What follows belongs to an exercise in optimizing a design on an open flow for small area, a short achievable clock period and few clock cycles; a production flow would make more cautious choices. The clock input has no modelled driver; a real chip could not lean on it and would need a root buffer or a full tree. No activity file was given, so power comes from the tool's default toggle rates.

Setup of before:
## substring_position_search
module substring_position_search #(
  parameter int MAX_PATTERN = sps_pkg::MAX_PATTERN_DEF,
  parameter int MAX_TEXT    = sps_pkg::MAX_TEXT_DEF
) (
  input  wire logic                          clk_i,
  input  wire logic                          rst_ni,
  input  wire logic                          cfg_we_i,
  input  wire logic [sps_pkg::CFG_IDX_W-1:0] cfg_idx_i,
  input  wire logic [sps_pkg::CFG_W-1:0]     cfg_data_i,
  input  wire logic                          text_valid_i,
  output logic                               text_ready_o,
  input  wire logic                          text_cmd_i,
  input  wire logic [sps_pkg::BYTE_W-1:0]    text_byte_i,
  output logic                               result_valid_o,
  input  wire logic                          result_ready_i,
  output logic                               result_found_o,
  output logic [sps_pkg::POS_W-1:0]          result_position_o,
  output logic [sps_pkg::STATUS_W-1:0]       result_status_o
);
  localparam int CNT_W  = $clog2(MAX_TEXT + 1);
  localparam int POS_W  = sps_pkg::POS_W;
  localparam int LEN_W  = sps_pkg::LEN_W;
  localparam int BYTE_W = sps_pkg::BYTE_W;
  logic [sps_pkg::CFG_W-1:0] pat_low_q, pat_high_q;
  logic                      pat_low_set_q, pat_high_set_q;
  logic [LEN_W-1:0]          len_q;
  logic                      backward_q;
  logic [POS_W-1:0]          bound_q;
  logic                   s0_valid_q;
  logic                   s0_end_q;
  logic [BYTE_W-1:0]      s0_byte_q;
  logic                   s0_may_take_q;   
  logic [1:0]             seen_q;          
  logic [MAX_PATTERN-1:0] pm_q;         
  logic [CNT_W-1:0]       count_q;      
  logic                   overflow_q;
  logic                   ge_q;         
  logic                   byte_q;       
  logic                   may_take_q;   
  logic                   end_q;        
  logic                   cond_q;       
  logic                   e_empty_q, e_ovf_q, e_back_q, e_len0_q;
  logic                         match_valid_q;
  logic [POS_W-1:0]             pos_q;   
  logic                         out_valid_q;
  logic                         found_q;
  logic [sps_pkg::STATUS_W-1:0] status_q;
  logic                         ready_q;
  ...
For scale: about 800 cells after synthesis, roughly 230 flip-flops, about 100 I/O pins, ~10000 µm² of cells after synthesis.
Settings: LEC_CHECK=0, ABC_CLOCK_PERIOD_IN_PS=2000, CAP_MARGIN=20, CORE_MARGIN=2, CORE_UTILIZATION=40, SETUP_SLACK_MARGIN=3.8, SLEW_MARGIN=20; clock period 6.0 ns.
standard.sh (not shown) runs the stock make flow with config.mk's settings and CLKGATE_MAP_FILE= SYNTH_SCRIPT=/design/flow/synth_recipe.tcl, a recipe that flattens the netlist after the stock synthesis.
==> flow/flow/run.sh <==
#!/bin/bash
set -e
export BUFFER_PORTS_ARGS="-buffer_cell sky130_fd_sc_hd__buf_1"
export PRE_CTS_TCL="$PWD/flow/pre_cts.tcl"
export MTREE_LEAVES=10
export MTREE_ROOTS=1
bash standard.sh > standard.log 2>&1
Other scripts of this flow, unchanged in this note and not shown: flow/flow/mtree.tcl, flow/flow/pre_cts.tcl
before: no failed stages, no open violations at the end
diff inputs: before => after
--- a/flow/design.v
+++ b/flow/design.v
@@ -52,37 +52,38 @@
   logic                      pat_low_set_q, pat_high_set_q;
   logic [LEN_W-1:0]          len_q;
   logic                      backward_q;
   logic [POS_W-1:0]          bound_q;
   logic                   s0_valid_q;
   logic                   s0_end_q;
   logic [BYTE_W-1:0]      s0_byte_q;
   logic                   s0_may_take_q;   
   logic [1:0]             seen_q;          
-  logic [MAX_PATTERN-1:0] pm_q;         
+  logic [MAX_PATTERN-2:0] pm_q;         
+  logic                   hit_q;        
   logic [CNT_W-1:0]       count_q;      
   logic                   overflow_q;
   logic                   ge_q;         
   logic                   byte_q;       
   logic                   may_take_q;   
   logic                   end_q;        
   logic                   cond_q;       
   logic                   e_empty_q, e_ovf_q, e_back_q, e_len0_q;
   logic                         match_valid_q;
   logic [POS_W-1:0]             pos_q;   
   logic                         out_valid_q;
   logic                         found_q;
   logic [sps_pkg::STATUS_W-1:0] status_q;
   logic                         ready_q;
   logic                 in_xfer, in_may_take, s1_byte, s1_end, byte_adv;
   logic [2*sps_pkg::CFG_W-1:0] pattern;
   logic                 len0, len0_next;
-  logic [MAX_PATTERN-1:0] eq;
+  logic [MAX_PATTERN-1:0] eq, pm_new;
   logic                 byte_zero, ge_now;
   logic                 hit, take, hold_end, hold_byte, load, out_next;
   logic                 byte_next, may_take_next, end_next, needs_out_next;
   logic [LEN_W:0]       start_lo;
   logic [POS_W-LEN_W-1:0] start_hi, hi_zero_below;
   logic [POS_W-1:0]     start_pos;
   logic                 res_found, res_pos_ok;
   logic [sps_pkg::STATUS_W-1:0] res_status;
   assign pattern = {pat_high_q, pat_low_q};
@@ -114,34 +115,35 @@
     for (int j = 0; j < MAX_PATTERN; j++) begin
       if ((j < 8) ? pat_low_set_q : pat_high_set_q) begin
         eq[j] = (pattern[BYTE_W*j +: BYTE_W] == s0_byte_q);
       end else begin
         eq[j] = byte_zero;
       end
     end
   end
   assign ge_now = ge_q || (count_q == CNT_W'(bound_q));
+  assign pm_new = {pm_q, backward_q || ge_now} & eq;
   always_comb begin
     hit = 1'b0;
     for (int l = 1; l <= MAX_PATTERN; l++) begin
-      if (len_q == LEN_W'(l)) hit = pm_q[l-1];
+      if (len_q == LEN_W'(l)) hit = pm_new[l-1];
     end
   end
   assign start_lo = {1'b0, count_q[LEN_W-1:0]} - {1'b0, len_q};
   always_comb begin
     hi_zero_below[0] = 1'b1;
     for (int i = 1; i < POS_W - LEN_W; i++) begin
       hi_zero_below[i] = hi_zero_below[i-1] && !count_q[LEN_W+i-1];
     end
   end
   assign start_hi  = count_q[POS_W-1:LEN_W] ^ ({(POS_W-LEN_W){start_lo[LEN_W]}} & hi_zero_below);
   assign start_pos = {start_hi, start_lo[LEN_W-1:0]};
-  assign take = byte_q && hit && (backward_q ? !cond_q : !match_valid_q);
+  assign take = byte_q && hit_q && (backward_q ? !cond_q : !match_valid_q);
   assign hold_end  = end_q && out_valid_q;
   assign hold_byte = byte_q && may_take_q && out_valid_q;
   assign load      = end_q && !out_valid_q;
   assign out_next  = load || (out_valid_q && !result_ready_i);
   always_comb begin
     res_found  = 1'b0;
     res_status = sps_pkg::STATUS_OK;
     if (e_ovf_q) begin
       res_status = sps_pkg::STATUS_TOO_LONG;
@@ -190,19 +192,19 @@
     end else if (s1_end) begin
       pm_q       <= '0;
       count_q    <= '0;
       overflow_q <= 1'b0;
       ge_q       <= 1'b0;
     end else if (s1_byte && !overflow_q) begin
       if (count_q[CNT_W-1]) begin
         overflow_q <= 1'b1;
       end else begin
-        pm_q    <= {pm_q[MAX_PATTERN-2:0], backward_q || ge_now} & eq;
+        pm_q    <= pm_new[MAX_PATTERN-2:0];
         count_q <= count_q + CNT_W'(1);
         ge_q    <= ge_now;
       end
     end
   end
   assign byte_next     = byte_adv || hold_byte;
   assign may_take_next = (byte_adv && s0_may_take_q) || hold_byte;
   assign end_next      = s1_end || hold_end;
   always_ff @(posedge clk_i or negedge rst_ni) begin
@@ -213,18 +215,19 @@
     end else begin
       byte_q     <= byte_next;
       may_take_q <= may_take_next;
       end_q      <= end_next;
     end
   end
   always_ff @(posedge clk_i) begin
     if (s0_valid_q) begin
       cond_q <= ge_q;
+      hit_q  <= hit;
     end
     if (s1_end) begin
       e_empty_q <= (count_q == '0);
       e_ovf_q   <= overflow_q;
       e_back_q  <= backward_q;
       e_len0_q  <= len0;
     end
   end
   always_ff @(posedge clk_i or negedge rst_ni) begin
Findings:
Core box area, after and before: larger value in after
before reports its start point of the critical path as count_q[7] while after reports s0_byte_q[2].
Going from before to after, total power draw did not really move; sequential area share after synthesis went down; share of the final layout cell area in sequential cells went down; post-route minimum period went down; cell total after placement went up.
Function was not checked in any run of this note: the RTL went through the layout flow alone. No run of this note takes its clock network from TritonCTS; it comes from the design's own scripts or RTL.

[static timing again, ports no longer ideal]
The flow's constraints put no driver on any port. The routed layouts listed below were extracted and timed again, unchanged, in two steps. Step 1 (the two cells are an assumption about what drives the block):
set clk [get_ports {clk_i}]
set_driving_cell -lib_cell sky130_fd_sc_hd__clkbuf_16 $clk
set_driving_cell -lib_cell sky130_fd_sc_hd__buf_2 [delete_from_list [all_inputs] $clk]
Step 2 times the ports against the registers' clock, not the clock port: input delays grow and output delays shrink by t, the midpoint of the rising clock arrivals with the driver on. Three values: ideal, step 1, step 2; two values: the first two.
run	shift t [ns]	slack for setup (ns)	worst hold slack (ns)	worst setup path after step 2	pins driven straight from the clock port
before	0.453	3.553 / 3.553 / 3.442	0.442 / 0.442 / 0.442	input to register	1
after	0.450	3.777 / 3.747 / 3.414	0.457 / 0.457 / 0.457	input to register	1
After both steps setup and hold are still met in every run listed. For after, which loses most, drivers alone change the setup slack by -0.030 ns; drivers and shift together by -0.363 ns.
